Context: an optimization exercise on an open-source flow, tuned for small area, a short achievable clock period and few clock cycles per item. The choices shown serve that exercise and are no tape-out recipe.
Function was checked by simulation only, so behaviour that the tests miss may differ from the original.
Power is estimated from default activity; no workload was simulated.

`flow/config.mk`:
```
export PLATFORM = sky130hd
export DESIGN_NAME = wm_block_blender
export DESIGN_NICKNAME = wm_block_blender
export VERILOG_FILES = /design/flow/design.v
export SDC_FILE = /design/flow/constraint.sdc
export NUM_CORES = 4
export LEC_CHECK = 0
export ABC_AREA = 1
export CAP_MARGIN = 20
export CORE_MARGIN = 2
export CORE_UTILIZATION = 50
export CTS_CLUSTER_DIAMETER = 100
export CTS_CLUSTER_SIZE = 28
export SLEW_MARGIN = 20
export TNS_END_PERCENT = 10
```
`flow/constraint.sdc`:
```
create_clock -name core_clock -period 13.0 [get_ports {clk}]
set_input_delay 2.6000 -clock core_clock [delete_from_list [all_inputs] [get_ports {clk}]]
set_output_delay 2.6000 -clock core_clock [all_outputs]
set_load 0.01 [all_outputs]
```
`flow/design.v`:
```
`default_nettype none
module wm_block_blender #(
    parameter  int DATA_W = 8,
    parameter  int MAX_M  = 8,
    localparam int IDX_W  = $clog2(MAX_M * MAX_M)
) (
    input  wire logic              clk,
    input  wire logic              rst,
    input  wire logic [IDX_W-1:0]  cfg_m,
    input  wire logic [DATA_W:0]   cfg_bthr,
    input  wire logic [7:0]        cfg_amin,
    input  wire logic [7:0]        cfg_amax,
    input  wire logic [7:0]        cfg_bmin,
    input  wire logic [7:0]        cfg_bmax,
    input  wire logic              s_valid,
    output logic                   s_ready,
    input  wire logic [DATA_W-1:0] s_data,
    output logic                   m_valid,
    input  wire logic              m_ready,
    output logic [DATA_W-1:0]      m_data,
    output logic                   m_last,
    output logic                   busy,
    output logic                   err
);
    localparam int GAP_D = 5;
    localparam int GAP_S = 4;
    logic       rdy_q;
    logic       st_first, st_w, st_last;
    logic [2:0] st_col, st_row;      
    logic [5:0] ac;                  
    logic [2:0] cnt;                 
    logic [2:0] nopen;               
    logic       err_q, busy_q;
    logic [2:0] mm1;                 
    logic       pw2;                 
    logic [8:0] bthr;
    logic [7:0] bmin, bmax;
    logic [6:0] nsq;                 
    logic [7:0] n3;                  
    logic       xfer, bad, xfer_p, xfer_w, first_ok, cap;
    logic       cfg_one;             
    logic [6:0] cfg_nsq;
    logic [7:0] cfg_n3;
    function automatic logic gt8(input logic [7:0] a, input logic [7:0] b);
        logic [7:0] g, e;
        logic [3:0] g1, e1;
        logic [1:0] g2, e2;
        g = a & ~b;
        e = ~(a ^ b);
        for (int i = 0; i < 4; i++) begin
            g1[i] = g[2*i+1] | (e[2*i+1] & g[2*i]);
            e1[i] = e[2*i+1] & e[2*i];
        end
        for (int i = 0; i < 2; i++) begin
            g2[i] = g1[2*i+1] | (e1[2*i+1] & g1[2*i]);
            e2[i] = e1[2*i+1] & e1[2*i];
        end
        gt8 = g2[1] | (e2[1] & g2[0]);
    endfunction
    always_comb begin
        xfer = s_valid && rdy_q;
        cfg_one = (cfg_m[2:0] == 3'd1);
        bad  = (cfg_m == 6'd0) || (cfg_m[5:3] != 3'd0 && cfg_m[2:0] != 3'd0) ||
               (cfg_m[5:4] != 2'd0) ||
               gt8(cfg_amin, cfg_amax) || gt8(cfg_bmin, cfg_bmax);
        first_ok = st_first && !bad;
        cap    = xfer && st_first;
        xfer_p = xfer && (st_first || !st_w);
        xfer_w = xfer && !st_first && st_w;
        case (cfg_m[2:0])
            3'd1:    begin cfg_nsq = 7'd1;  cfg_n3 = 8'd3;   end
            3'd2:    begin cfg_nsq = 7'd4;  cfg_n3 = 8'd12;  end
            3'd3:    begin cfg_nsq = 7'd9;  cfg_n3 = 8'd27;  end
            3'd4:    begin cfg_nsq = 7'd16; cfg_n3 = 8'd48;  end
            3'd5:    begin cfg_nsq = 7'd25; cfg_n3 = 8'd75;  end
            3'd6:    begin cfg_nsq = 7'd36; cfg_n3 = 8'd108; end
            3'd7:    begin cfg_nsq = 7'd49; cfg_n3 = 8'd147; end
            default: begin cfg_nsq = 7'd64; cfg_n3 = 8'd192; end
        endcase
    end
    logic [511:0] ring;
    logic         a_p, a_first, a_colnz, a_rownz;
    logic [7:0]   a_d;
    logic [7:0]   tap_up, tap_p, upq;
    always_comb begin
        case (mm1)
            3'd0: tap_up = ring[511:504];
            3'd1: tap_up = ring[7:0];
            3'd2: tap_up = ring[15:8];
            3'd3: tap_up = ring[23:16];
            3'd4: tap_up = ring[31:24];
            3'd5: tap_up = ring[39:32];
            3'd6: tap_up = ring[47:40];
            default: tap_up = ring[55:48];
        endcase
        case (mm1)
            3'd0: tap_p = ring[8*((1  + GAP_S - 2) % 64) +: 8];
            3'd1: tap_p = ring[8*((4  + GAP_S - 2) % 64) +: 8];
            3'd2: tap_p = ring[8*((9  + GAP_D - 2) % 64) +: 8];
            3'd3: tap_p = ring[8*((16 + GAP_S - 2) % 64) +: 8];
            3'd4: tap_p = ring[8*((25 + GAP_D - 2) % 64) +: 8];
            3'd5: tap_p = ring[8*((36 + GAP_D - 2) % 64) +: 8];
            3'd6: tap_p = ring[8*((49 + GAP_D - 2) % 64) +: 8];
            default: tap_p = ring[8*((64 + GAP_S - 2) % 64) +: 8];
        endcase
    end
    always_ff @(posedge clk) begin
        ring <= {ring[503:0], a_p ? a_d : ring[511:504]};
        a_d  <= s_data;
        upq  <= tap_up;
    end
    logic [8:0]  g_sum;
    logic [7:0]  d_left, d_up;
    logic [13:0] sp;
    logic [16:0] dg, dg_d;
    logic        g_v, g_first;
    logic [8:0]  g_q;
    logic        ge;
    function automatic logic [7:0] absdiff(input logic [7:0] x, input logic [7:0] y);
        logic [8:0] t;
        t = {1'b0, x} - {1'b0, y};
        absdiff = t[8] ? (8'd0 - t[7:0]) : t[7:0];
    endfunction
    always_comb begin
        d_left = a_colnz ? absdiff(a_d, ring[7:0]) : 8'd0;
        d_up   = a_rownz ? absdiff(a_d, upq)       : 8'd0;
        g_sum  = {1'b0, d_left} + {1'b0, d_up};
        dg_d   = g_v ? (g_first ? 17'd0 : dg) + {8'd0, g_q} - {8'd0, bthr} : dg;
        ge     = !dg_d[16];
    end
    logic [1:0]  dv;
    logic        qs, q2;
    logic [7:0]  uq, dev, cdev;
    logic [13:0] sp_s2;
    function automatic logic [13:0] div4(input logic [13:0] x, input logic [6:0] n,
                                         input logic [7:0] n3);
        logic [7:0] t;
        logic [8:0] d1, d2, d3;
        t  = {x[13:8], x[7:6]};
        d1 = {1'b0, t} - {2'b0, n};
        d2 = {1'b0, t} - {1'b0, n, 1'b0};
        d3 = {1'b0, t} - {1'b0, n3};
        if (!d3[8])      div4 = {d3[5:0], x[5:0], 2'd3};
        else if (!d2[8]) div4 = {d2[5:0], x[5:0], 2'd2};
        else if (!d1[8]) div4 = {d1[5:0], x[5:0], 2'd1};
        else             div4 = {t[5:0],  x[5:0], 2'd0};
    endfunction
    always_comb sp_s2 = div4(div4(sp, nsq, n3), nsq, n3);
    always_comb begin
        case (mm1)
            3'd0:    uq = sp[7:0];
            3'd1:    uq = sp[9:2];
            3'd3:    uq = sp[11:4];
            3'd7:    uq = sp[13:6];
            default: uq = sp[7:0];    
        endcase
        dev   = ge ? 8'd0   : (uq[7] ? {1'b0, uq[6:0]} : (8'd128 - uq));
        cdev  = ge ? 8'd128 : (uq[7] ? (8'd0 - uq) : uq);
    end
    function automatic logic [8:0] add8(input logic [7:0] a, input logic [7:0] b);
        logic [7:0] g, p, gg, pp, gn, pn;
        g = a & b;
        p = a ^ b;
        gg = g;
        pp = p;
        for (int k = 1; k < 8; k = k * 2) begin
            for (int i = 0; i < 8; i++) begin
                if (i >= k) begin
                    gn[i] = gg[i] | (pp[i] & gg[i-k]);
                    pn[i] = pp[i] & pp[i-k];
                end else begin
                    gn[i] = gg[i];
                    pn[i] = pp[i];
                end
            end
            gg = gn;
            pp = pn;
        end
        add8 = {gg[7], p ^ {gg[6:0], 1'b0}};
    endfunction
    logic [13:0] sp_acc;
    logic [5:0]  sp_hi1;
    logic [8:0]  sp_lo;
    always_comb begin
        sp_hi1 = sp[13:8] + 6'd1;
        sp_lo  = add8(st_first ? 8'd0 : sp[7:0], s_data);
        if (st_first)      sp_acc = {6'd0, s_data};
        else if (sp_lo[8]) sp_acc = {sp_hi1, sp_lo[7:0]};
        else               sp_acc = {sp[13:8], sp_lo[7:0]};
    end
    always_ff @(posedge clk) begin
        if (xfer && (st_first || !st_w)) sp <= sp_acc;
        else if (dv != 2'd0) sp <= sp_s2;
        g_q <= g_sum;
        dg  <= dg_d;
    end
    logic [7:0]  x1, x2, y1, y2;
    logic        o_pix, o_last, o_ka;
    logic [16:0] csa_r0, csa_r1, b_r0, b_r1, b_q;
    logic        b_pix, b_last, b_ka, b_kb;
    logic [7:0]  b_sat;
    logic cs1, cs2, cs3, cs4, cs5, cs6, cs7, cs8, cs9, cs10, cs11, cs12, cs13, cs14, cs15, cs16, cs17, cs18, cs19, cs20, cs21, cs22, cs23, cs24, cs25, cs26, cs27, cs28, cs29, cs30, cs31, cs32, cs33, cs34, cs35, cs36, cs37, cs38, cs39, cs40, cs41, cs42, cs43, cs44, cs45, cs46, cs47, cs48, cs49, cs50, cs51, cs52, cs53, cs54, cs55, cs56, cs57, cs58, cs59, cs60, cs61, cs62, cs63, cs64, cs65, cs66, cs67, cs68, cs69, cs70, cs71, cs72, cs73, cs74, cs75, cs76, cs77, cs78, cs79, cs80, cs81, cs82, cs83, cs84, cs85, cs86, cs87, cs88, cs89, cs90, cs91, cs92, cs93, cs94, cs95, cs96, cs97, cs98, cs99, cs100, cs101, cs102, cs103, cs104, cs105, cs106, cs107, cs108, cs109, cs110, cs111, cs112, cs113, cs114, cs115, cs116, cs117, cs118, cs119, cs120, cs121, cs122, cs123, cs124, cs125, cs126, cs127, cs128, cs129, cs130, cs131, cs132, cs133, cs134, cs135, cs136, cs137, cs138, cs139, cs140, cs141, cs142, cs143, cs144, cs145, cs146, cs147, cs148, cs149, cs150, cs151, cs152, cs153, cs154, cs155, cs156, cs157, cs158, cs159, cs160, cs161, cs162, cs163, cs164, cs165, cs166, cs167, cs168, cs169, cs170, cs171, cs172, cs173, cs174, cs175, cs176, cs177, cs178, cs179, cs180, cs181, cs182, cs183, cs184, cs185, cs186, cs187, cs188, cs189, cs190, cs191, cs192, cs193, cs194, cs195, cs196, cs197, cs198, cs199, cs200, cs201, cs202, cs203, cs204, cs205, cs206, cs207, cs208, cs209, cs210, cs211, cs212, cs213, cs214, cs215, cs216, cs217, cs218, cs219, cs220, cs221, cs222, cs223, cs224, cs225, cs226, cs227, cs228, cs229, cs230, cs231, cs232, cs233, cs234, cs235, cs236, cs237, cs238, cs239, cs240, cs241, cs242, cs243, cs244, cs245, cs246, cs247, cs248, cs249, cs250, cs251, cs252, cs253, cs254, cs255, cs256, cs257, cs258, cs259, cs260, cs261, cs262, cs263, cs264, cs265, cs266, cs267, cs268, cs269, cs270, cs271, cs272, cs273, cs274, cs275, cs276, cs277, cs278, cs279, cs280, cs281, cs282, cs283, cs284, cs285, cs286, cs287, cs288, cs289, cs290, cs291, cs292, cs293, cs294, cs295, cs296, cs297, cs298, cs299, cs300, cs301, cs302, cs303, cs304, cs305, cs306, cs307, cs308, cs309, cs310, cs311, cs312, cs313, cs314, cs315, cs316, cs317, cs318, cs319, cs320, cs321, cs322, cs323, cs324, cs325, cs326, cs327, cs328, cs329, cs330, cs331, cs332, cs333, cs334, cs335, cs336, cs337, cs338;
    always_comb begin
        cs1 = x1[0] & y1[0];
        cs2 = x2[0] & y2[0];
        cs3 = x1[0] & y1[1];
        cs4 = x1[1] & y1[0];
        cs5 = x2[0] & y2[1];
        cs6 = x2[1] & y2[0];
        cs7 = x1[0] & y1[2];
        cs8 = x1[1] & y1[1];
        cs9 = x1[2] & y1[0];
        cs10 = x2[0] & y2[2];
        cs11 = x2[1] & y2[1];
        cs12 = x2[2] & y2[0];
        cs13 = x1[0] & y1[3];
        cs14 = x1[1] & y1[2];
        cs15 = x1[2] & y1[1];
        cs16 = x1[3] & y1[0];
        cs17 = x2[0] & y2[3];
        cs18 = x2[1] & y2[2];
        cs19 = x2[2] & y2[1];
        cs20 = x2[3] & y2[0];
        cs21 = x1[0] & y1[4];
        cs22 = x1[1] & y1[3];
        cs23 = x1[2] & y1[2];
        cs24 = x1[3] & y1[1];
        cs25 = x1[4] & y1[0];
        cs26 = x2[0] & y2[4];
        cs27 = x2[1] & y2[3];
        cs28 = x2[2] & y2[2];
        cs29 = x2[3] & y2[1];
        cs30 = x2[4] & y2[0];
        cs31 = x1[0] & y1[5];
        cs32 = x1[1] & y1[4];
        cs33 = x1[2] & y1[3];
        cs34 = x1[3] & y1[2];
        cs35 = x1[4] & y1[1];
        cs36 = x1[5] & y1[0];
        cs37 = x2[0] & y2[5];
        cs38 = x2[1] & y2[4];
        cs39 = x2[2] & y2[3];
        cs40 = x2[3] & y2[2];
        cs41 = x2[4] & y2[1];
        cs42 = x2[5] & y2[0];
        cs43 = x1[0] & y1[6];
        cs44 = x1[1] & y1[5];
        cs45 = x1[2] & y1[4];
        cs46 = x1[3] & y1[3];
        cs47 = x1[4] & y1[2];
        cs48 = x1[5] & y1[1];
        cs49 = x1[6] & y1[0];
        cs50 = x2[0] & y2[6];
        cs51 = x2[1] & y2[5];
        cs52 = x2[2] & y2[4];
        cs53 = x2[3] & y2[3];
        cs54 = x2[4] & y2[2];
        cs55 = x2[5] & y2[1];
        cs56 = x2[6] & y2[0];
        cs57 = x1[0] & y1[7];
        cs58 = x1[1] & y1[6];
        cs59 = x1[2] & y1[5];
        cs60 = x1[3] & y1[4];
        cs61 = x1[4] & y1[3];
        cs62 = x1[5] & y1[2];
        cs63 = x1[6] & y1[1];
        cs64 = x1[7] & y1[0];
        cs65 = x2[0] & y2[7];
        cs66 = x2[1] & y2[6];
        cs67 = x2[2] & y2[5];
        cs68 = x2[3] & y2[4];
        cs69 = x2[4] & y2[3];
        cs70 = x2[5] & y2[2];
        cs71 = x2[6] & y2[1];
        cs72 = x2[7] & y2[0];
        cs73 = x1[1] & y1[7];
        cs74 = x1[2] & y1[6];
        cs75 = x1[3] & y1[5];
        cs76 = x1[4] & y1[4];
        cs77 = x1[5] & y1[3];
        cs78 = x1[6] & y1[2];
        cs79 = x1[7] & y1[1];
        cs80 = x2[1] & y2[7];
        cs81 = x2[2] & y2[6];
        cs82 = x2[3] & y2[5];
        cs83 = x2[4] & y2[4];
        cs84 = x2[5] & y2[3];
        cs85 = x2[6] & y2[2];
        cs86 = x2[7] & y2[1];
        cs87 = x1[2] & y1[7];
        cs88 = x1[3] & y1[6];
        cs89 = x1[4] & y1[5];
        cs90 = x1[5] & y1[4];
        cs91 = x1[6] & y1[3];
        cs92 = x1[7] & y1[2];
        cs93 = x2[2] & y2[7];
        cs94 = x2[3] & y2[6];
        cs95 = x2[4] & y2[5];
        cs96 = x2[5] & y2[4];
        cs97 = x2[6] & y2[3];
        cs98 = x2[7] & y2[2];
        cs99 = x1[3] & y1[7];
        cs100 = x1[4] & y1[6];
        cs101 = x1[5] & y1[5];
        cs102 = x1[6] & y1[4];
        cs103 = x1[7] & y1[3];
        cs104 = x2[3] & y2[7];
        cs105 = x2[4] & y2[6];
        cs106 = x2[5] & y2[5];
        cs107 = x2[6] & y2[4];
        cs108 = x2[7] & y2[3];
        cs109 = x1[4] & y1[7];
        cs110 = x1[5] & y1[6];
        cs111 = x1[6] & y1[5];
        cs112 = x1[7] & y1[4];
        cs113 = x2[4] & y2[7];
        cs114 = x2[5] & y2[6];
        cs115 = x2[6] & y2[5];
        cs116 = x2[7] & y2[4];
        cs117 = x1[5] & y1[7];
        cs118 = x1[6] & y1[6];
        cs119 = x1[7] & y1[5];
        cs120 = x2[5] & y2[7];
        cs121 = x2[6] & y2[6];
        cs122 = x2[7] & y2[5];
        cs123 = x1[6] & y1[7];
        cs124 = x1[7] & y1[6];
        cs125 = x2[6] & y2[7];
        cs126 = x2[7] & y2[6];
        cs127 = x1[7] & y1[7];
        cs128 = x2[7] & y2[7];
        cs129 = cs43 ^ cs44;
        cs130 = cs43 & cs44;
        cs131 = cs57 ^ cs58 ^ cs59;
        cs132 = (cs57 & cs58) | (cs57 & cs59) | (cs58 & cs59);
        cs133 = cs60 ^ cs61 ^ cs62;
        cs134 = (cs60 & cs61) | (cs60 & cs62) | (cs61 & cs62);
        cs135 = cs73 ^ cs74 ^ cs75;
        cs136 = (cs73 & cs74) | (cs73 & cs75) | (cs74 & cs75);
        cs137 = cs76 ^ cs77;
        cs138 = cs76 & cs77;
        cs139 = cs87 ^ cs88;
        cs140 = cs87 & cs88;
        cs141 = cs21 ^ cs22;
        cs142 = cs21 & cs22;
        cs143 = cs31 ^ cs32 ^ cs33;
        cs144 = (cs31 & cs32) | (cs31 & cs33) | (cs32 & cs33);
        cs145 = cs34 ^ cs35 ^ cs36;
        cs146 = (cs34 & cs35) | (cs34 & cs36) | (cs35 & cs36);
        cs147 = cs129 ^ cs45 ^ cs46;
        cs148 = (cs129 & cs45) | (cs129 & cs46) | (cs45 & cs46);
        cs149 = cs47 ^ cs48 ^ cs49;
        cs150 = (cs47 & cs48) | (cs47 & cs49) | (cs48 & cs49);
        cs151 = cs50 ^ cs51 ^ cs52;
        cs152 = (cs50 & cs51) | (cs50 & cs52) | (cs51 & cs52);
        cs153 = cs130 ^ cs131 ^ cs133;
        cs154 = (cs130 & cs131) | (cs130 & cs133) | (cs131 & cs133);
        cs155 = cs63 ^ cs64 ^ cs65;
        cs156 = (cs63 & cs64) | (cs63 & cs65) | (cs64 & cs65);
        cs157 = cs66 ^ cs67 ^ cs68;
        cs158 = (cs66 & cs67) | (cs66 & cs68) | (cs67 & cs68);
        cs159 = cs69 ^ cs70;
        cs160 = cs69 & cs70;
        cs161 = cs132 ^ cs134 ^ cs135;
        cs162 = (cs132 & cs134) | (cs132 & cs135) | (cs134 & cs135);
        cs163 = cs137 ^ cs78 ^ cs79;
        cs164 = (cs137 & cs78) | (cs137 & cs79) | (cs78 & cs79);
        cs165 = cs80 ^ cs81 ^ cs82;
        cs166 = (cs80 & cs81) | (cs80 & cs82) | (cs81 & cs82);
        cs167 = cs83 ^ cs84 ^ cs85;
        cs168 = (cs83 & cs84) | (cs83 & cs85) | (cs84 & cs85);
        cs169 = cs136 ^ cs138 ^ cs139;
        cs170 = (cs136 & cs138) | (cs136 & cs139) | (cs138 & cs139);
        cs171 = cs89 ^ cs90 ^ cs91;
        cs172 = (cs89 & cs90) | (cs89 & cs91) | (cs90 & cs91);
        cs173 = cs92 ^ cs93 ^ cs94;
        cs174 = (cs92 & cs93) | (cs92 & cs94) | (cs93 & cs94);
        cs175 = cs95 ^ cs96 ^ cs97;
        cs176 = (cs95 & cs96) | (cs95 & cs97) | (cs96 & cs97);
        cs177 = cs140 ^ cs99 ^ cs100;
        cs178 = (cs140 & cs99) | (cs140 & cs100) | (cs99 & cs100);
        cs179 = cs101 ^ cs102 ^ cs103;
        cs180 = (cs101 & cs102) | (cs101 & cs103) | (cs102 & cs103);
        cs181 = cs104 ^ cs105 ^ cs106;
        cs182 = (cs104 & cs105) | (cs104 & cs106) | (cs105 & cs106);
        cs183 = cs109 ^ cs110 ^ cs111;
        cs184 = (cs109 & cs110) | (cs109 & cs111) | (cs110 & cs111);
        cs185 = cs13 ^ cs14 ^ cs15;
        cs186 = (cs13 & cs14) | (cs13 & cs15) | (cs14 & cs15);
        cs187 = cs141 ^ cs23 ^ cs24;
        cs188 = (cs141 & cs23) | (cs141 & cs24) | (cs23 & cs24);
        cs189 = cs25 ^ cs26 ^ cs27;
        cs190 = (cs25 & cs26) | (cs25 & cs27) | (cs26 & cs27);
        cs191 = cs142 ^ cs143 ^ cs145;
        cs192 = (cs142 & cs143) | (cs142 & cs145) | (cs143 & cs145);
        cs193 = cs37 ^ cs38 ^ cs39;
        cs194 = (cs37 & cs38) | (cs37 & cs39) | (cs38 & cs39);
        cs195 = cs40 ^ cs41;
        cs196 = cs40 & cs41;
        cs197 = cs144 ^ cs146 ^ cs147;
        cs198 = (cs144 & cs146) | (cs144 & cs147) | (cs146 & cs147);
        cs199 = cs149 ^ cs151 ^ cs53;
        cs200 = (cs149 & cs151) | (cs149 & cs53) | (cs151 & cs53);
        cs201 = cs54 ^ cs55 ^ cs56;
        cs202 = (cs54 & cs55) | (cs54 & cs56) | (cs55 & cs56);
        cs203 = cs148 ^ cs150 ^ cs152;
        cs204 = (cs148 & cs150) | (cs148 & cs152) | (cs150 & cs152);
        cs205 = cs153 ^ cs155 ^ cs157;
        cs206 = (cs153 & cs155) | (cs153 & cs157) | (cs155 & cs157);
        cs207 = cs159 ^ cs71 ^ cs72;
        cs208 = (cs159 & cs71) | (cs159 & cs72) | (cs71 & cs72);
        cs209 = cs154 ^ cs156 ^ cs158;
        cs210 = (cs154 & cs156) | (cs154 & cs158) | (cs156 & cs158);
        cs211 = cs160 ^ cs161 ^ cs163;
        cs212 = (cs160 & cs161) | (cs160 & cs163) | (cs161 & cs163);
        cs213 = cs165 ^ cs167 ^ cs86;
        cs214 = (cs165 & cs167) | (cs165 & cs86) | (cs167 & cs86);
        cs215 = cs162 ^ cs164 ^ cs166;
        cs216 = (cs162 & cs164) | (cs162 & cs166) | (cs164 & cs166);
        cs217 = cs168 ^ cs169 ^ cs171;
        cs218 = (cs168 & cs169) | (cs168 & cs171) | (cs169 & cs171);
        cs219 = cs173 ^ cs175 ^ cs98;
        cs220 = (cs173 & cs175) | (cs173 & cs98) | (cs175 & cs98);
        cs221 = cs170 ^ cs172 ^ cs174;
        cs222 = (cs170 & cs172) | (cs170 & cs174) | (cs172 & cs174);
        cs223 = cs176 ^ cs177 ^ cs179;
        cs224 = (cs176 & cs177) | (cs176 & cs179) | (cs177 & cs179);
        cs225 = cs181 ^ cs107 ^ cs108;
        cs226 = (cs181 & cs107) | (cs181 & cs108) | (cs107 & cs108);
        cs227 = cs178 ^ cs180 ^ cs182;
        cs228 = (cs178 & cs180) | (cs178 & cs182) | (cs180 & cs182);
        cs229 = cs183 ^ cs112 ^ cs113;
        cs230 = (cs183 & cs112) | (cs183 & cs113) | (cs112 & cs113);
        cs231 = cs114 ^ cs115 ^ cs116;
        cs232 = (cs114 & cs115) | (cs114 & cs116) | (cs115 & cs116);
        cs233 = cs184 ^ cs117 ^ cs118;
        cs234 = (cs184 & cs117) | (cs184 & cs118) | (cs117 & cs118);
        cs235 = cs119 ^ cs120 ^ cs121;
        cs236 = (cs119 & cs120) | (cs119 & cs121) | (cs120 & cs121);
        cs237 = cs7 ^ cs8 ^ cs9;
        cs238 = (cs7 & cs8) | (cs7 & cs9) | (cs8 & cs9);
        cs239 = cs185 ^ cs16 ^ cs17;
        cs240 = (cs185 & cs16) | (cs185 & cs17) | (cs16 & cs17);
        cs241 = cs18 ^ cs19;
        cs242 = cs18 & cs19;
        cs243 = cs186 ^ cs187 ^ cs189;
        cs244 = (cs186 & cs187) | (cs186 & cs189) | (cs187 & cs189);
        cs245 = cs28 ^ cs29 ^ cs30;
        cs246 = (cs28 & cs29) | (cs28 & cs30) | (cs29 & cs30);
        cs247 = cs188 ^ cs190 ^ cs191;
        cs248 = (cs188 & cs190) | (cs188 & cs191) | (cs190 & cs191);
        cs249 = cs193 ^ cs195 ^ cs42;
        cs250 = (cs193 & cs195) | (cs193 & cs42) | (cs195 & cs42);
        cs251 = cs192 ^ cs194 ^ cs196;
        cs252 = (cs192 & cs194) | (cs192 & cs196) | (cs194 & cs196);
        cs253 = cs197 ^ cs199 ^ cs201;
        cs254 = (cs197 & cs199) | (cs197 & cs201) | (cs199 & cs201);
        cs255 = cs198 ^ cs200 ^ cs202;
        cs256 = (cs198 & cs200) | (cs198 & cs202) | (cs200 & cs202);
        cs257 = cs203 ^ cs205 ^ cs207;
        cs258 = (cs203 & cs205) | (cs203 & cs207) | (cs205 & cs207);
        cs259 = cs204 ^ cs206 ^ cs208;
        cs260 = (cs204 & cs206) | (cs204 & cs208) | (cs206 & cs208);
        cs261 = cs209 ^ cs211 ^ cs213;
        cs262 = (cs209 & cs211) | (cs209 & cs213) | (cs211 & cs213);
        cs263 = cs210 ^ cs212 ^ cs214;
        cs264 = (cs210 & cs212) | (cs210 & cs214) | (cs212 & cs214);
        cs265 = cs215 ^ cs217 ^ cs219;
        cs266 = (cs215 & cs217) | (cs215 & cs219) | (cs217 & cs219);
        cs267 = cs216 ^ cs218 ^ cs220;
        cs268 = (cs216 & cs218) | (cs216 & cs220) | (cs218 & cs220);
        cs269 = cs221 ^ cs223 ^ cs225;
        cs270 = (cs221 & cs223) | (cs221 & cs225) | (cs223 & cs225);
        cs271 = cs222 ^ cs224 ^ cs226;
        cs272 = (cs222 & cs224) | (cs222 & cs226) | (cs224 & cs226);
        cs273 = cs227 ^ cs229 ^ cs231;
        cs274 = (cs227 & cs229) | (cs227 & cs231) | (cs229 & cs231);
        cs275 = cs228 ^ cs230 ^ cs232;
        cs276 = (cs228 & cs230) | (cs228 & cs232) | (cs230 & cs232);
        cs277 = cs233 ^ cs235 ^ cs122;
        cs278 = (cs233 & cs235) | (cs233 & cs122) | (cs235 & cs122);
        cs279 = cs234 ^ cs236 ^ cs123;
        cs280 = (cs234 & cs236) | (cs234 & cs123) | (cs236 & cs123);
        cs281 = cs124 ^ cs125 ^ cs126;
        cs282 = (cs124 & cs125) | (cs124 & cs126) | (cs125 & cs126);
        cs283 = cs3 ^ cs4;
        cs284 = cs3 & cs4;
        cs285 = cs237 ^ cs10 ^ cs11;
        cs286 = (cs237 & cs10) | (cs237 & cs11) | (cs10 & cs11);
        cs287 = cs238 ^ cs239 ^ cs241;
        cs288 = (cs238 & cs239) | (cs238 & cs241) | (cs239 & cs241);
        cs289 = cs240 ^ cs242 ^ cs243;
        cs290 = (cs240 & cs242) | (cs240 & cs243) | (cs242 & cs243);
        cs291 = cs244 ^ cs246 ^ cs247;
        cs292 = (cs244 & cs246) | (cs244 & cs247) | (cs246 & cs247);
        cs293 = cs248 ^ cs250 ^ cs251;
        cs294 = (cs248 & cs250) | (cs248 & cs251) | (cs250 & cs251);
        cs295 = cs252 ^ cs254 ^ cs255;
        cs296 = (cs252 & cs254) | (cs252 & cs255) | (cs254 & cs255);
        cs297 = cs256 ^ cs258 ^ cs259;
        cs298 = (cs256 & cs258) | (cs256 & cs259) | (cs258 & cs259);
        cs299 = cs260 ^ cs262 ^ cs263;
        cs300 = (cs260 & cs262) | (cs260 & cs263) | (cs262 & cs263);
        cs301 = cs264 ^ cs266 ^ cs267;
        cs302 = (cs264 & cs266) | (cs264 & cs267) | (cs266 & cs267);
        cs303 = cs268 ^ cs270 ^ cs271;
        cs304 = (cs268 & cs270) | (cs268 & cs271) | (cs270 & cs271);
        cs305 = cs272 ^ cs274 ^ cs275;
        cs306 = (cs272 & cs274) | (cs272 & cs275) | (cs274 & cs275);
        cs307 = cs276 ^ cs278 ^ cs279;
        cs308 = (cs276 & cs278) | (cs276 & cs279) | (cs278 & cs279);
        cs309 = cs280 ^ cs282 ^ cs127;
        cs310 = (cs280 & cs282) | (cs280 & cs127) | (cs282 & cs127);
        cs311 = cs283 ^ cs5;
        cs312 = cs283 & cs5;
        cs313 = cs284 ^ cs285 ^ cs12;
        cs314 = (cs284 & cs285) | (cs284 & cs12) | (cs285 & cs12);
        cs315 = cs286 ^ cs287 ^ cs20;
        cs316 = (cs286 & cs287) | (cs286 & cs20) | (cs287 & cs20);
        cs317 = cs288 ^ cs289 ^ cs245;
        cs318 = (cs288 & cs289) | (cs288 & cs245) | (cs289 & cs245);
        cs319 = cs290 ^ cs291 ^ cs249;
        cs320 = (cs290 & cs291) | (cs290 & cs249) | (cs291 & cs249);
        cs321 = cs292 ^ cs293 ^ cs253;
        cs322 = (cs292 & cs293) | (cs292 & cs253) | (cs293 & cs253);
        cs323 = cs294 ^ cs295 ^ cs257;
        cs324 = (cs294 & cs295) | (cs294 & cs257) | (cs295 & cs257);
        cs325 = cs296 ^ cs297 ^ cs261;
        cs326 = (cs296 & cs297) | (cs296 & cs261) | (cs297 & cs261);
        cs327 = cs298 ^ cs299 ^ cs265;
        cs328 = (cs298 & cs299) | (cs298 & cs265) | (cs299 & cs265);
        cs329 = cs300 ^ cs301 ^ cs269;
        cs330 = (cs300 & cs301) | (cs300 & cs269) | (cs301 & cs269);
        cs331 = cs302 ^ cs303 ^ cs273;
        cs332 = (cs302 & cs303) | (cs302 & cs273) | (cs303 & cs273);
        cs333 = cs304 ^ cs305 ^ cs277;
        cs334 = (cs304 & cs305) | (cs304 & cs277) | (cs305 & cs277);
        cs335 = cs306 ^ cs307 ^ cs281;
        cs336 = (cs306 & cs307) | (cs306 & cs281) | (cs307 & cs281);
        cs337 = cs308 ^ cs309 ^ cs128;
        cs338 = (cs308 & cs309) | (cs308 & cs128) | (cs309 & cs128);
        csa_r0 = {1'b0, cs338, cs336, cs334, cs332, cs330, cs328, cs326, cs324, cs322, cs320, cs318, cs316, cs314, cs312, cs311, cs1};
        csa_r1 = {1'b0, cs310, cs337, cs335, cs333, cs331, cs329, cs327, cs325, cs323, cs321, cs319, cs317, cs315, cs313, cs6, cs2};
    end
    always_comb begin
        b_q   = b_r0 + b_r1;
        b_sat = (b_q[16:15] != 2'b00) ? 8'hFF : b_q[14:7];
    end
    always_ff @(posedge clk) begin
        if (cap) begin
            x1 <= cfg_amax;
            x2 <= cfg_amin;
        end else if (o_ka) begin
            x1 <= bmin;
            x2 <= bmax;
        end else begin
            if (b_ka) x1 <= b_q[14:7];
            if (b_kb) x2 <= b_q[14:7];
        end
        if (q2 || o_ka) begin
            y1 <= cdev;
            y2 <= dev;
        end else begin
            y1 <= tap_p;
            y2 <= s_data;
        end
        b_r0 <= csa_r0;
        b_r1 <= csa_r1;
    end
    logic [8:0] fb0, fb1, fb2;
    logic [1:0] fh, ft, fc;
    logic       oxfer, out_free, buf_pop, buf_push;
    logic [8:0] fb_head, b_item;
    logic [2:0] cnt_nx;
    logic [2:0] nopen_nx;
    logic [5:0] ac_nx;
    logic       first_nx, w_nx;
    always_comb begin
        oxfer    = m_valid && m_ready;
        out_free = !m_valid || m_ready;
        b_item   = {b_last, b_sat};
        case (fh)
            2'd0:    fb_head = fb0;
            2'd1:    fb_head = fb1;
            default: fb_head = fb2;
        endcase
        buf_pop  = out_free && (fc != 2'd0);
        buf_push = b_pix && !(out_free && (fc == 2'd0));
    end
    always_ff @(posedge clk) begin
        if (out_free) {m_last, m_data} <= (fc != 2'd0) ? fb_head : b_item;
        if (buf_push) begin
            case (ft)
                2'd0:    fb0 <= b_item;
                2'd1:    fb1 <= b_item;
                default: fb2 <= b_item;
            endcase
        end
    end
    logic       inc_open, dec_open, busy_nx, rdy_nx, rdy0, rdy1;
    logic [2:0] cnt_p1, cnt_m1, nopen_p1, nopen_m1, nopen_ok;
    always_comb begin
        cnt_p1   = cnt + 3'd1;
        cnt_m1   = cnt - 3'd1;
        nopen_p1 = nopen + 3'd1;
        nopen_m1 = nopen - 3'd1;
        inc_open = cap;
        dec_open = oxfer && m_last;
        case ({xfer_w, oxfer})
            2'b10:   cnt_nx = cnt_p1;
            2'b01:   cnt_nx = cnt_m1;
            default: cnt_nx = cnt;
        endcase
        nopen_ok = err_q ? nopen_m1 : nopen;
        case ({inc_open, dec_open || err_q})
            2'b10:   nopen_nx = nopen_p1;
            2'b01:   nopen_nx = nopen_m1;
            default: nopen_nx = nopen;
        endcase
        if (inc_open && err_q && dec_open) nopen_nx = nopen_m1;
        if (!inc_open && err_q && dec_open) nopen_nx = nopen - 3'd2;
        busy_nx = (inc_open && !bad) || (dec_open ? (nopen_ok > 3'd1) : (nopen_ok != 3'd0));
        rdy0 = st_first || ((ac == 6'd63) && (!st_w || oxfer || (cnt <= 3'd3)));
        rdy1 = st_first ? (cfg_m[2:0] != 3'd1)
             : (!st_w ? !st_last
                      : (st_last || (oxfer ? (cnt <= 3'd3) : (cnt <= 3'd2))));
        rdy_nx = xfer ? rdy1 : rdy0;
        first_nx = st_first;
        w_nx     = st_w;
        ac_nx    = ac + 6'd1;
        if (xfer) begin
            ac_nx = 6'd0;
            if (st_first) begin
                first_nx = bad;
                w_nx     = cfg_one;
                if (cfg_one) ac_nx = 6'(64 - GAP_S);
            end else if (!st_w) begin
                if (st_last) begin
                    w_nx  = 1'b1;
                    ac_nx = pw2 ? 6'(64 - GAP_S) : 6'(64 - GAP_D);
                end
            end else if (st_last) begin
                first_nx = 1'b1;
            end
        end
    end
    always_ff @(posedge clk or negedge rst) begin
        if (!rst) begin
            rdy_q <= 1'b0;
            st_first <= 1'b1;
            cnt <= '0; nopen <= '0; err_q <= 1'b0; busy_q <= 1'b0;
            a_p <= 1'b0; g_v <= 1'b0; dv <= '0; qs <= 1'b0; q2 <= 1'b0;
            o_pix <= 1'b0; o_ka <= 1'b0;
            b_pix <= 1'b0; b_ka <= 1'b0; b_kb <= 1'b0;
            m_valid <= 1'b0;
            fh <= '0; ft <= '0; fc <= '0;
        end else begin
            rdy_q    <= rdy_nx;
            st_first <= first_nx;
            cnt      <= cnt_nx;
            nopen    <= nopen_nx;
            busy_q   <= busy_nx;
            err_q    <= xfer && st_first && bad;
            a_p      <= xfer_p;
            g_v      <= a_p;
            dv       <= {dv[0], xfer && !st_first && !st_w && st_last && !pw2};
            qs       <= xfer && (st_first ? (!bad && cfg_one) : (!st_w && st_last && pw2));
            q2       <= dv[1] || qs;
            o_pix    <= xfer_w;
            o_ka     <= q2;
            b_pix    <= o_pix;
            b_ka     <= o_ka;
            b_kb     <= b_ka;
            if (out_free) m_valid <= (fc != 2'd0) || b_pix;
            if (buf_pop)  fh <= (fh == 2'd2) ? 2'd0 : fh + 2'd1;
            if (buf_push) ft <= (ft == 2'd2) ? 2'd0 : ft + 2'd1;
            fc <= fc + {1'b0, buf_push} - {1'b0, buf_pop};
        end
    end
    always_ff @(posedge clk) begin
        st_w <= w_nx;
        ac   <= ac_nx;
        if (xfer) begin
            if (st_first) begin
                st_col  <= (cfg_m[2:0] == 3'd1) ? 3'd0 : 3'd1;
                st_row  <= 3'd0;
                st_last <= (cfg_m[2:0] == 3'd1);
            end else if (!st_w && st_last) begin
                st_col  <= 3'd0;
                st_row  <= 3'd0;
                st_last <= 1'b0;             
            end else begin
                if (st_col == mm1) begin
                    st_col <= 3'd0;
                    st_row <= st_row + 3'd1;
                end else begin
                    st_col <= st_col + 3'd1;
                end
                st_last <= (st_col != mm1) && (st_col + 3'd1 == mm1) && (st_row == mm1);
            end
        end
        a_first <= st_first;
        g_first <= a_first;
        a_colnz <= !st_first && (st_col != 3'd0);
        a_rownz <= !st_first && (st_row != 3'd0);
        o_last  <= st_last;
        b_last  <= o_last;
        if (cap) begin
            mm1  <= cfg_m[2:0] - 3'd1;
            pw2  <= (cfg_m[2:0] == 3'd1) || (cfg_m[2:0] == 3'd2) ||
                    (cfg_m[2:0] == 3'd4) || (cfg_m[2:0] == 3'd0);
            nsq  <= cfg_nsq;
            n3   <= cfg_n3;
            bthr <= cfg_bthr;
            bmin <= cfg_bmin;
            bmax <= cfg_bmax;
        end
    end
    always_comb begin
        s_ready = rdy_q;
        busy    = busy_q;
        err     = err_q;
    end
endmodule
`default_nettype wire
```
`flow/flow/run.sh`:
```
#!/bin/bash
# Own flow: the standard ORFS flow (standard.sh) with two changes in how
# the layout is made; the clock, its period and the I/O constraints are
# unchanged:
#  * timing repair is asked to leave extra setup slack (SETUP_SLACK_MARGIN),
#  * the port buffers are sky130_fd_sc_hd__buf_4 cells.
set -euo pipefail
export SETUP_SLACK_MARGIN=9.5
export BUFFER_PORTS_ARGS="-buffer_cell sky130_fd_sc_hd__buf_4"
bash standard.sh > standard.log 2>&1
```
`flow/standard.sh`:
```
#!/bin/bash
# synth_recipe.tcl (not shown) runs the flow's synth.tcl, then flattens the netlist and writes it again
# the make line also repeats each setting of config.mk as NAME=value (left out here)
make -C /OpenROAD-flow-scripts/flow DESIGN_CONFIG=/design/flow/config.mk WORK_HOME=/design/flow/orfs CLKGATE_MAP_FILE= SYNTH_SCRIPT=/design/flow/synth_recipe.tcl "${@:-finish}"
```
==> results.cfg, run 1 <==
[power_and_ir_drop]
p_switching_mw = 2.69
total_power_mw = 7.12
switching_share = 0.377
p_leak_nw = 14.7
pwr-share-seq = 0.414
p_clk_frac = 0.178
ir_drop_v = 0.000135
cellInternalPower_mw = 4.43
power-per-cell-area_nw_per_um2 = 222
combPwrFrac = 0.408

[worst_setup_path]
crit_buf_inv = 1
end_kind = output port
worstPathCellList = buf_4
worstSetupStartpoint = m_last
crit_family = flip-flops
crit_fanout = 2
cp_slowest_cell = edfxtp_1
cp.arrival_ns = 1.21
critical-path-max-stage-delay_ns = 0.45
start_kind = flip-flop
critPathKind = flip-flop to output port
reg2reg_from = x1[5]
worst_ep_required_time_ns = 10.40

[timing]
finalSetupViolations = 0
finalCritPeriodShare = 0.293
slew_viol_final = 0
worstMarginPinSlew_ns = 0.956
max-slew-margin-rel = 0.360
hold_violations = 0
fmax_ghz = 0.263
fin_crit_ns = 3.81
finClkSkew_ns = 0.0263
rsz0062_at_grt = yes
tns_ns = 0

[yosys]
synth-seq-area-share = 0.575
synth_edf_count = 130
syn_nets = 3066
syn_area_um2 = 28800
async_flop_share = 0.0370
synth_area_leaders = dfxtp_1, edfxtp_1, fa_1
syn_area_per_cell_um2 = 10.5
yosys_most_used_dff = dfxtp_1
synth_top_cell_by_area = dfxtp_1
synth_seq_cells = 756
synth_warnings = 1
yosysTopAreaCellShare = 0.415
ys_types = 64
synthCells = 2747

[die]
start_util = 0.508
fp-row-count = 87
io_pins = 72
die_h_um = 244
die_x_um = 244
core_area_um2 = 56700
dieArea_um2 = 59600

[drt]
drt-total-wl_um = 60600
vias = 18200
drcViolationCount = 0
drtIter0Drc = 1270
ant_nets = 0
first_pass_iters = 7
wl_per_cell_um = 16.7
vias_per_cell = 5.02

[finish]
nets = 3171
post-route-util = 0.566
synthToLayoutAreaGrowth_pct = 11.5
layout-drive-gt1-share = 0.117

[place]
gp_congestion = 0.894
io_buffer_count = 71
hpwl_um = 43800

[clocking]
cts_buffer_depth = 3
cts.sinks = 756
cts-root-buf = clkbuf_16
cts-buffers-inserted = 35
htree_num_levels = 2
cts_tree = yes
cts.reportedPaths.clkPinSlew_ns = 0.11
insertion_delay_ns = 0.60

[outcome]
status = timing/DRC/antenna clean

[grt]
met1_usage = 0.269
grt_max_degree = 43
grt_util_met2 = 0.352
overflow = 0
grt_pass1_vias = 18200
grt_first_pass_wirelength_um = 96100
grt_usage = 0.203
use_met3 = 0.0235
antenna_found_initial = 2
busiest_layer = met2

[job]
maxCapViolations = 0

[worst_hold_path]
hp-start = ring[297]
min_path_type = flip-flop to flip-flop
==> metal layers <==
metal  vias to the layer above  share of wire  wire (um)
li1                       8919              -          -
met1                      8767           0.45      27500
met2                       396           0.48      28900
met3                       105          0.041       2460
met4                         2          0.029       1730
met5                         -        0.00028         17
==> cell type report <==
type                    count  area (um2)
multi-input cells        1465       10800
flip-flops and latches    756       16600
repair buffers            133        1030
inverters                 461        1750
clock buffers              43         907
fillers                  4883       24600
diodes                      1        2.50
well taps                 756         946
clock inverters            10         154
==> state kept, by name, indices dropped and copies added (netlist names), 9 cells and up <==
| name | flops |
|---|---|
| b_r0 | 16 |
| fb0 | 9 |
| fb1 | 9 |
| sp | 14 |
| ring | 512 |
| dg | 17 |
| b_r1 | 16 |
| fb2 | 9 |
| bthr | 9 |
| g_q | 9 |
==> synth_stat cells (11+ instances only) <==
master    instances
xnor2_1          30
a221oi_1         24
o21ai_1          15
o22ai_1          26
xor2_1           46
ha_1            148
or2_2            11
o21ai_0          88
fa_1            112
inv_1           448
nand3_1          71
a31oi_1          19
nor3_1           16
nor2_1          116
dfrtp_1          27
nand2_1         502
a21oi_1         119
o211ai_1         12
edfxtp_1        130
clkbuf_1         48
dfxtp_1         598
==> power by group through the flow <==
stage / clock (mW) / sequential [mW] / combinational [mW]
6_report: 1.26 / 2.95 / 2.90
5_1_grt: 1.38 / 2.98 / 3.32
4_1_cts: 1.30 / 2.96 / 2.86
3_5_place_dp: 0 / 3.02 / 2.65
3_3_place_gp: 0 / 3.02 / 2.56
2_1_floorplan: 0 / 2.89 / 2.01
==> stage by stage <==
stage	area, um2	instances	hold slack, ns	setup slack, ns
after floorplan	28900	2747	0.310	8.52
after global placement	30100	3514	0.310	8.23
after detailed placement	30100	3514	0.312	8.21
after CTS	31700	3600	0.323	9.07
after global routing	32100	3625	0.327	9.10
final	32100	3625	0.317	9.19
==> timing repair <==
item	4_1_cts	5_1_grt
pin swaps	16	35
endpoints found under the setup margin	108	148
buffers inserted	33	24
hold buffers	0	0
resized for setup	63	61
==> final timing paths <==
| check | depth (start not counted) | slack (ns) | end |
|---|---|---|---|
| max | 1 | 9.19 | m_last |
| min | 0 | 0.32 | ring[305] |
| max reg2reg | 10 | 9.24 | b_r1[8] |
| min reg2reg | 0 | 0.32 | ring[305] |
| max in group asynchronous | 1 | 10.71 | st_first |
| min in group asynchronous | 1 | 1.93 | err_q |
==> placed cells by master, fill, tap and decap left out, types with 16 or more instances in the layout <==
cell type	n
ha_4	16
a31oi_1	19
o21ai_0	82
inv_2	24
ha_1	131
a221oi_1	24
nand3_1	70
o21ai_1	18
dfrtp_1	27
nor2_1	108
xor2_1	46
edfxtp_1	130
xnor2_1	30
o22ai_1	26
clkbuf_16	35
buf_4	130
a21oi_1	105
dfxtp_1	594
fa_1	103
nand2_1	491
inv_1	430
==> logic make-up after synthesis <==
logic type | Yosys count | share of synthesized area
AOI/OAI and AO/OA | 369 | 0.0793
xor gates and xnor gates | 76 | 0.0231
and+or+nand+nor | 752 | 0.107
adders and majority gates | 260 | 0.142
buffers and inverters | 526 | 0.0702
DFF | 756 | 0.575
muxes | 8 | 0.00308
Testbench counts, summed over its fixed seeds: cycles 16,752, items 7,956.
==> run 2: changes to the inputs <==
--- a/flow/design.v
+++ b/flow/design.v
@@ -24,3 +24,3 @@
 );
-    localparam int GAP_D = 5;
+    localparam int GAP_D = 7;
     localparam int GAP_S = 4;
@@ -130,3 +130,3 @@
     end
-    logic [1:0]  dv;
+    logic [3:0]  dv;
     logic        qs, q2;
@@ -147,3 +147,3 @@
     endfunction
-    always_comb sp_s2 = div4(div4(sp, nsq, n3), nsq, n3);
+    always_comb sp_s2 = div4(sp, nsq, n3);
     always_comb begin
@@ -192,3 +192,3 @@
         if (xfer && (st_first || !st_w)) sp <= sp_acc;
-        else if (dv != 2'd0) sp <= sp_s2;
+        else if (dv != 4'd0) sp <= sp_s2;
         g_q <= g_sum;
@@ -665,5 +665,5 @@
             g_v      <= a_p;
-            dv       <= {dv[0], xfer && !st_first && !st_w && st_last && !pw2};
+            dv       <= {dv[2:0], xfer && !st_first && !st_w && st_last && !pw2};
             qs       <= xfer && (st_first ? (!bad && cfg_one) : (!st_w && st_last && pw2));
-            q2       <= dv[1] || qs;
+            q2       <= dv[3] || qs;
             o_pix    <= xfer_w;
==> run 2 against run 1 <==
Die area is 1.6% lower; cell count decreased by 0.91%; critical path type is now input pin to flip-flop; clock power about the same.
==> results.cfg, run 2 <==
[drt]
drt-total-wl_um = 61100
drcViolationCount = 0
first_pass_iters = 5
wl_per_cell_um = 17.0
drtIter0Drc = 1113
vias_per_cell = 5.00
ant_nets = 0
vias = 18000

[finish]
largest_register = ring
largest_register_ffs = 512
multi_input_area_um2 = 10100
seqCellArea_um2 = 16600
num_antenna_cells = 0
reg_top3 = ring x512, dg x17
nets = 3121
final_cell_mix = dfxtp_1, nand2_1, inv_1, nor2_1, edfxtp_1
fill_cells = 4976
post-route-util = 0.552
synthToLayoutAreaGrowth_pct = 9.41
layout-drive-gt1-share = 0.0762
layout_commonest_cell = dfxtp_1

[worst_setup_path]
worstSetupEndpoint = sp[13]
worstPathCellList = buf_12 > ha_4 > inv_2 > fa_2 > nand3b_1 > nand2_1 > nand2_1 > nand2_1 > a21oi_2 > nor2_1 > o21ai_1 > nand2_1 > nand2_1 > inv_2
end_kind = flip-flop
worst_ep_required_time_ns = 13.31
reg2reg_from = x1[3]
critical-path-max-stage-delay_ns = 0.34
reg2reg_slack_ns = 9.21
cp.arrival_ns = 4.12
cp_slowest_cell = fa_2
worstSetupStartpoint = s_data[0]
critPathKind = input pin to flip-flop
cpMostUsedCell = nand2_1
crit_fanout = 6
start_kind = input pin
rr_worst_depth = 11
worstReg2RegEnd = b_r1[8]

[clocking]
cts.sinks = 758
cts_hold_buf = 0
cts_tree = yes
cts.reportedPaths.clkPinSlew_ns = 0.10
cts_buffer_depth = 3
insertion_delay_ns = 0.60
cts-root-buf = clkbuf_16
cts-buffers-inserted = 35
htree_num_levels = 2

[timing]
finClkSkew_ns = 0.0311
worstMarginPinSlew_ns = 0.937
rsz0062_at_grt = yes
fmax_ghz = 0.262
finalCritPeriodShare = 0.293
fin_crit_ns = 3.81
slew_viol_final = 0
finalSetupViolations = 0
tns_ns = 0
max-slew-margin-rel = 0.371
hold_violations = 0

[yosys]
syn_nets = 3048
yosysTopAreaCellShare = 0.422
ys_types = 46
synth_seq_cells = 758
synthCells = 2750
syn_area_per_cell_um2 = 10.3
synth_top_cell_by_area = dfxtp_1
yosys_most_used_dff = dfxtp_1
synth_warnings = 1
synth_area_leaders = dfxtp_1, edfxtp_1, fa_1
synth-seq-area-share = 0.587
synth_edf_count = 130
ys_top_cells_by_count = dfxtp_1, nand2_1, inv_1, nor2_1, edfxtp_1
syn_area_um2 = 28300
async_flop_share = 0.0396
synth_most_common_cell = dfxtp_1

[grt]
grt_usage = 0.210
overflow = 0
grt_first_pass_wirelength_um = 97700
grt_max_degree = 37
antenna_found_initial = 2
grt_pass1_vias = 18200

[place]
io_buffer_count = 71
gp_congestion = 0.906
hpwl_um = 44200

[die]
dieArea_um2 = 58600
io_pins = 72
fp-row-count = 87
start_util = 0.505
die_x_um = 242
core_area_um2 = 56200
die_h_um = 242

[power_and_ir_drop]
p_leak_nw = 14.3
p_clk_frac = 0.201
power-per-cell-area_nw_per_um2 = 202
switching_share = 0.354
pwr-share-seq = 0.467
p_switching_mw = 2.22
ir_drop_v = 0.000134
cellInternalPower_mw = 4.06
combPwrFrac = 0.332

[job]
maxCapViolations = 0

[outcome]
status = timing/DRC/antenna clean

[worst_hold_path]
min_path_type = flip-flop to flip-flop
## run 2: cell count changes in the layout (fill, tap and decap cells not counted), moves of 9 or more
cell | previous run | this run
a31oi_1 | 19 | 10
nor2_1 | 108 | 150
nand4_1 | 10 | 27
o22ai_1 | 26 | 17
o21ai_0 | 82 | 67
a21oi_2 | 13 | 1
nand2_1 | 491 | 588
ha_4 | 16 | 1
buf_4 | 130 | 88
inv_1 | 430 | 399
nand3_1 | 70 | 115
a21oi_1 | 105 | 96
nand2_2 | 13 | 1
## run 2: final cells by class
cell class / count / area share
multi-input combinational: 1515 / 0.324
timing repair buffer: 92 / 0.0230
tap: 756 / 0.0305
clock inverter: 8 / 0.00407
timing repair inverter: 2 / 0.000403
sequential: 758 / 0.536
inverter: 419 / 0.0514
clock buffer: 42 / 0.0305
## run 2: power groups by stage
stage,sequential [mW],clock [mW],combinational [mW]
floorplan,2.86,0,1.50
global placement,2.99,0,1.96
detailed placement,3.00,0,2.03
CTS,2.93,1.31,2.10
global route,2.96,1.40,2.40
finish,2.93,1.27,2.08
## run 2: metal layers
layer  up-vias  share of wire  GRT usage
met1      8647           0.46      0.282
met2       379           0.47      0.355
li1       8850              -          -
met3        85          0.048     0.0332
met5         -        0.00015          0
met4         2          0.026     0.0597
## run 2: stage by stage
stage | hold slack (ns) | setup slack [ns] | cell area, um2 | instances | power [mW]
global route | 0.312 | 9.09 | 31000 | 3592 | 6.76
floorplan | 0.310 | 8.86 | 28400 | 2750 | 4.36
detailed placement | 0.312 | 7.99 | 29700 | 3522 | 5.03
global placement | 0.310 | 8.07 | 29700 | 3522 | 4.96
finish | 0.306 | 9.19 | 31000 | 3592 | 6.28
CTS | 0.309 | 9.20 | 31000 | 3590 | 6.34
## run 2: repair_timing
action / 4_1_cts / 5_1_grt
setup endpoints to repair: 156 / 138
gates cloned: 2 / 1
gates resized for setup: 21 / 16
pin swaps: 14 / 11
setup buffers: 16 / 1
## run 2: worst min path at each step
stage,from,cells past startpoint,slack [ns],end
CTS,ring[186],0,0.31,ring[194]
detailed placement,ring[197],0,0.31,ring[205]
floorplan,o_last,0,0.31,b_last
global route,ring[58],0,0.31,ring[66]
finish,ring[186],0,0.31,ring[194]
global placement,ring[391],0,0.31,ring[399]
## run 2: kinds of logic after synthesis
family	after synthesis	share of synthesized area
buffers and inverters	478	0.0637
flip-flops	758	0.587
adder cells (fa/ha/maj)	239	0.135
XOR/XNOR	62	0.0192
AO/OA/AOI/OAI	278	0.0590
AND/OR/NAND/NOR	929	0.134
multiplexers	6	0.00238
## run 2: critical path: cells and delay by family
family	cells	cell delay, ns
adder cells (fa/ha/maj)	2	0.47
AND/OR/NAND/NOR	7	0.64
AO/OA/AOI/OAI	2	0.15
buffers and inverters	3	0.25
Testbench counts of run 2, summed over its fixed seeds: cycles 16,848, items 7,956.
==> run 3: changes to the inputs <==
--- a/flow/design.v
+++ b/flow/design.v
@@ -24,3 +24,3 @@
 );
-    localparam int GAP_D = 7;
+    localparam int GAP_D = 11;
     localparam int GAP_S = 4;
@@ -38,3 +38,2 @@
     logic [6:0] nsq;                 
-    logic [7:0] n3;                  
     logic       xfer, bad, xfer_p, xfer_w, first_ok, cap;
@@ -42,3 +41,2 @@
     logic [6:0] cfg_nsq;
-    logic [7:0] cfg_n3;
     function automatic logic gt8(input logic [7:0] a, input logic [7:0] b);
@@ -70,10 +68,10 @@
         case (cfg_m[2:0])
-            3'd1:    begin cfg_nsq = 7'd1;  cfg_n3 = 8'd3;   end
-            3'd2:    begin cfg_nsq = 7'd4;  cfg_n3 = 8'd12;  end
-            3'd3:    begin cfg_nsq = 7'd9;  cfg_n3 = 8'd27;  end
-            3'd4:    begin cfg_nsq = 7'd16; cfg_n3 = 8'd48;  end
-            3'd5:    begin cfg_nsq = 7'd25; cfg_n3 = 8'd75;  end
-            3'd6:    begin cfg_nsq = 7'd36; cfg_n3 = 8'd108; end
-            3'd7:    begin cfg_nsq = 7'd49; cfg_n3 = 8'd147; end
-            default: begin cfg_nsq = 7'd64; cfg_n3 = 8'd192; end
+            3'd1:    cfg_nsq = 7'd1;
+            3'd2:    cfg_nsq = 7'd4;
+            3'd3:    cfg_nsq = 7'd9;
+            3'd4:    cfg_nsq = 7'd16;
+            3'd5:    cfg_nsq = 7'd25;
+            3'd6:    cfg_nsq = 7'd36;
+            3'd7:    cfg_nsq = 7'd49;
+            default: cfg_nsq = 7'd64;
         endcase
@@ -130,3 +128,3 @@
     end
-    logic [3:0]  dv;
+    logic [7:0]  dv;
     logic        qs, q2;
@@ -134,16 +132,10 @@
     logic [13:0] sp_s2;
-    function automatic logic [13:0] div4(input logic [13:0] x, input logic [6:0] n,
-                                         input logic [7:0] n3);
-        logic [7:0] t;
-        logic [8:0] d1, d2, d3;
-        t  = {x[13:8], x[7:6]};
-        d1 = {1'b0, t} - {2'b0, n};
-        d2 = {1'b0, t} - {1'b0, n, 1'b0};
-        d3 = {1'b0, t} - {1'b0, n3};
-        if (!d3[8])      div4 = {d3[5:0], x[5:0], 2'd3};
-        else if (!d2[8]) div4 = {d2[5:0], x[5:0], 2'd2};
-        else if (!d1[8]) div4 = {d1[5:0], x[5:0], 2'd1};
-        else             div4 = {t[5:0],  x[5:0], 2'd0};
+    function automatic logic [13:0] div2(input logic [13:0] x, input logic [6:0] n);
+        logic [6:0] t;
+        logic [7:0] d;
+        t = {x[13:8], x[7]};
+        d = {1'b0, t} - {1'b0, n};
+        div2 = d[7] ? {t[5:0], x[6:0], 1'b0} : {d[5:0], x[6:0], 1'b1};
     endfunction
-    always_comb sp_s2 = div4(sp, nsq, n3);
+    always_comb sp_s2 = div2(sp, nsq);
     always_comb begin
@@ -192,3 +184,3 @@
         if (xfer && (st_first || !st_w)) sp <= sp_acc;
-        else if (dv != 4'd0) sp <= sp_s2;
+        else if (dv != 8'd0) sp <= sp_s2;
         g_q <= g_sum;
@@ -665,5 +657,5 @@
             g_v      <= a_p;
-            dv       <= {dv[2:0], xfer && !st_first && !st_w && st_last && !pw2};
+            dv       <= {dv[6:0], xfer && !st_first && !st_w && st_last && !pw2};
             qs       <= xfer && (st_first ? (!bad && cfg_one) : (!st_w && st_last && pw2));
-            q2       <= dv[3] || qs;
+            q2       <= dv[7] || qs;
             o_pix    <= xfer_w;
@@ -712,3 +704,2 @@
             nsq  <= cfg_nsq;
-            n3   <= cfg_n3;
             bthr <= cfg_bthr;
--- a/flow/config.mk
+++ b/flow/config.mk
@@ -14,2 +14,2 @@
 export SLEW_MARGIN = 20
-export TNS_END_PERCENT = 10
+export TNS_END_PERCENT = 0
==> run 3 against run 2 <==
Design area shrank 2.0%; synthesized area down 1.6%; sequential share of layout area increased by 0.91 points; combinational power grew 58%; critical endpoint is now sp[11]; largest cell class unchanged; largest power group unchanged.
==> results.cfg, run 3 <==
[outcome]
status = timing/DRC/antenna clean

[finish]
layout_commonest_cell = dfxtp_1
num_antenna_cells = 0
design_area_um2 = 30400
largest_register = ring
synthToLayoutAreaGrowth_pct = 9.02
nets = 3011
layout-drive-gt1-share = 0.0752
largest_register_ffs = 512
reg_top3 = ring x512, dg x17
final_cell_mix = dfxtp_1, nand2_1, inv_1, nor2_1, edfxtp_1
fin_cells = 3487

[power_and_ir_drop]
power-per-cell-area_nw_per_um2 = 259
ir_drop_v = 0.000147
p_leak_nw = 13.9

[die]
fp-row-count = 86
die_x_um = 240
io_pins = 72
dieArea_um2 = 57700
core_area_um2 = 55100
die_h_um = 240
start_util = 0.506

[yosys]
synth_xor_area_frac = 0.0182
yosysTopAreaCellShare = 0.429
yosys-mux-area-fraction = 0.00242
syn_area_per_cell_um2 = 10.5
synth_warnings = 1
ys_top_cells_by_count = dfxtp_1, nand2_1, inv_1, nor2_1, edfxtp_1
syn_nets = 2948
synth_area_leaders = dfxtp_1, edfxtp_1, fa_1
syn_area_um2 = 27900
synthCells = 2664
synth_top_cell_by_area = dfxtp_1
synth_compound_area_frac = 0.0572
async_flop_share = 0.0449
synth_edf_count = 125
ys_types = 59
synth_fa_ha_area_frac = 0.131
synth_most_common_cell = dfxtp_1
yosys_most_used_dff = dfxtp_1
synth-seq-area-share = 0.594
yosys.area_share.simple = 0.132
synth_seq_cells = 757
synth_top_family_by_area = simple AND/OR/NAND/NOR gates

[drt]
drt-total-wl_um = 56300
vias = 17200
first_pass_iters = 5
drcViolationCount = 0
ant_nets = 0
vias_per_cell = 4.94
wl_per_cell_um = 16.1
drtIter0Drc = 875

[timing]
slew_viol_final = 0
holdWs_ns = 0.313
tns_ns = 0
worstMarginPinSlew_ns = 0.880
max-slew-margin-rel = 0.411
finClkSkew_ns = 0.0316
rsz0062_at_grt = yes
layout_setup_ws_ns = 9.16
finalCritPeriodShare = 0.295
hold_violations = 0
finalSetupViolations = 0
fin_crit_ns = 3.84
fmax_ghz = 0.261

[worst_setup_path]
cp_slowest_cell = fa_2
critical-path-max-stage-delay_ns = 0.36
reg2reg_slack_ns = 9.24
rr_worst_depth = 10
end_kind = flip-flop
worstPathCellList = buf_6 > ha_4 > inv_2 > fa_2 > nand3b_1 > nand2_1 > nand2_1 > nand2_1 > a21oi_2 > nor2_1 > o21ai_1 > nand2_1 > nand2_1 > inv_2
worst_ep_required_time_ns = 13.29
critPathKind = input pin to flip-flop
crit_fanout = 6
cp.arrival_ns = 4.13
cpMostUsedCell = nand2_1
start_kind = input pin

[grt]
grt_usage = 0.202
antenna_found_initial = 1
overflow = 0
grt_first_pass_wirelength_um = 90900
grt_pass1_vias = 17300
grt_max_degree = 41

[place]
placedCellCount = 3428
dpl_cell_area_um2 = 29200
hpwl_um = 41400
place_ws_ns = 8.41
gp_congestion = 0.869
io_buffer_count = 71

[clocking]
insertion_delay_ns = 0.60
cts_tree = yes
cts_buffer_depth = 3
htree_num_levels = 2
cts.sinks = 757
cts_hold_buf = 0
cts.reportedPaths.clkPinSlew_ns = 0.10
cts-root-buf = clkbuf_16
cts-buffers-inserted = 35

[worst_hold_path]
hold-path-cell-count = 0
min_path_type = flip-flop to flip-flop

[job]
maxCapViolations = 0
-- run 3: changes by cell type in the layout (fill, tap and decap cells not counted), sizes merged, moves of 6 or more --
cell,before,now
nand2,593,550
a21oi,99,85
ha,128,115
a221oi,28,16
nand3,119,111
o21ai,80,72
inv,418,412
nor2,158,164
o22ai,17,23
-- run 3: per-layer routing --
layer | global-route usage | share of wire | vias to the layer above
met4 | 0.0775 | 0.037 | 0
met2 | 0.332 | 0.46 | 387
met1 | 0.273 | 0.46 | 8202
met5 | 0 | 0 | -
li1 | - | - | 8518
met3 | 0.0276 | 0.048 | 120
-- run 3: timing repair --
item,4_1_cts,5_1_grt
endpoints found under the setup margin,86,117
gates resized for setup,5,23
setup buffers,5,5
pin swaps,0,25
hold endpoints to repair,0,0
-- run 3: cells by family (layout without fill, tap and decap cells) --
family | Yosys count | after routing
flip-flops | 757 | 757
AO/OA/AOI/OAI | 260 | 260
buffers and inverters | 474 | 549
adder cells (fa/ha/maj) | 225 | 225
multiplexers | 6 | 6
XOR/XNOR | 58 | 58
AND/OR/NAND/NOR | 884 | 884
-- run 3: metrics by stage --
| stage | util | total power, mW |
|---|---|---|
| finish | 0.552 | 7.87 |
| global route | 0.552 | 8.66 |
| CTS | 0.550 | 7.96 |
| detailed placement | 0.530 | 6.65 |
| global placement | 0.530 | 6.60 |
| floorplan | - | 5.69 |
-- run 3: area by class of cell --
cell class                      count  area [um2]
Timing Repair Buffer               88         672
Inverter                          412        1560
Fill cell                        4882       24700
Clock inverter                     12         206
Clock buffer                       37         883
Tap cell                          748         936
Multi-Input combinational cell   1433        9580
Sequential cell                   757       16600
-- run 3: power breakdown --
part	leakage (nW)	switching [mW]	total, mW	internal (mW)
Clock	0.518	0.729	1.27	0.537
Combinational	6.94	2.03	3.29	1.26
Sequential	6.48	0.318	3.32	3.01
Total	13.9	3.08	7.87	4.80
-- run 3: path summary, 6_finish.rpt --
kind	from	to
worst max-delay path	s_data[0]	sp[11]
worst min-delay path	ring[256]	ring[264]
worst max register to register	x1[2]	b_r1[10]
worst min register to register	ring[256]	ring[264]
max in group asynchronous	rst	st_first
min in group asynchronous	rst	ft[1]
-- run 3: critical path, delay by kind of cell --
family,cells,cell delay [ns]
and+or+nand+nor,7,0.60
buffers and inverters,3,0.27
AOI/OAI and AO/OA,2,0.15
adders and majority gates,2,0.49
Testbench counts of run 3, summed over its fixed seeds: cycles 17,040, items 7,956.

[what the ideal ports hide]
The results above use ideal ports. As a check the final layouts listed here were re-extracted and re-timed, cells and wires unchanged. Step 1 sets driving cells, clkbuf_16 on the clock port and buf_2 on the other inputs (assumed; they add their load-dependent delay and slew). Step 2, shift: input delay + t, output delay - t, t = (earliest + latest rising clock arrival at the registers) / 2. This alone moves slack from input paths to output paths. Three values: no drivers, after step 1, after step 2; two values: the first two.
run	t, ns	setup WS [ns]	worst register clock-pin slew, ns	worst data-port slew with drivers (ns)
run 1	0.646	9.192 / 9.133 / 8.557	0.11 / 0.11	0.12
run 2	0.637	9.189 / 9.160 / 8.523	0.12 / 0.12	0.10
run 3	0.639	9.165 / 9.118 / 8.511	0.11 / 0.11	0.07
After both steps setup and hold are still met in every run listed. For run 2, which loses most, drivers alone change the setup slack by -0.029 ns; drivers and shift together by -0.666 ns.
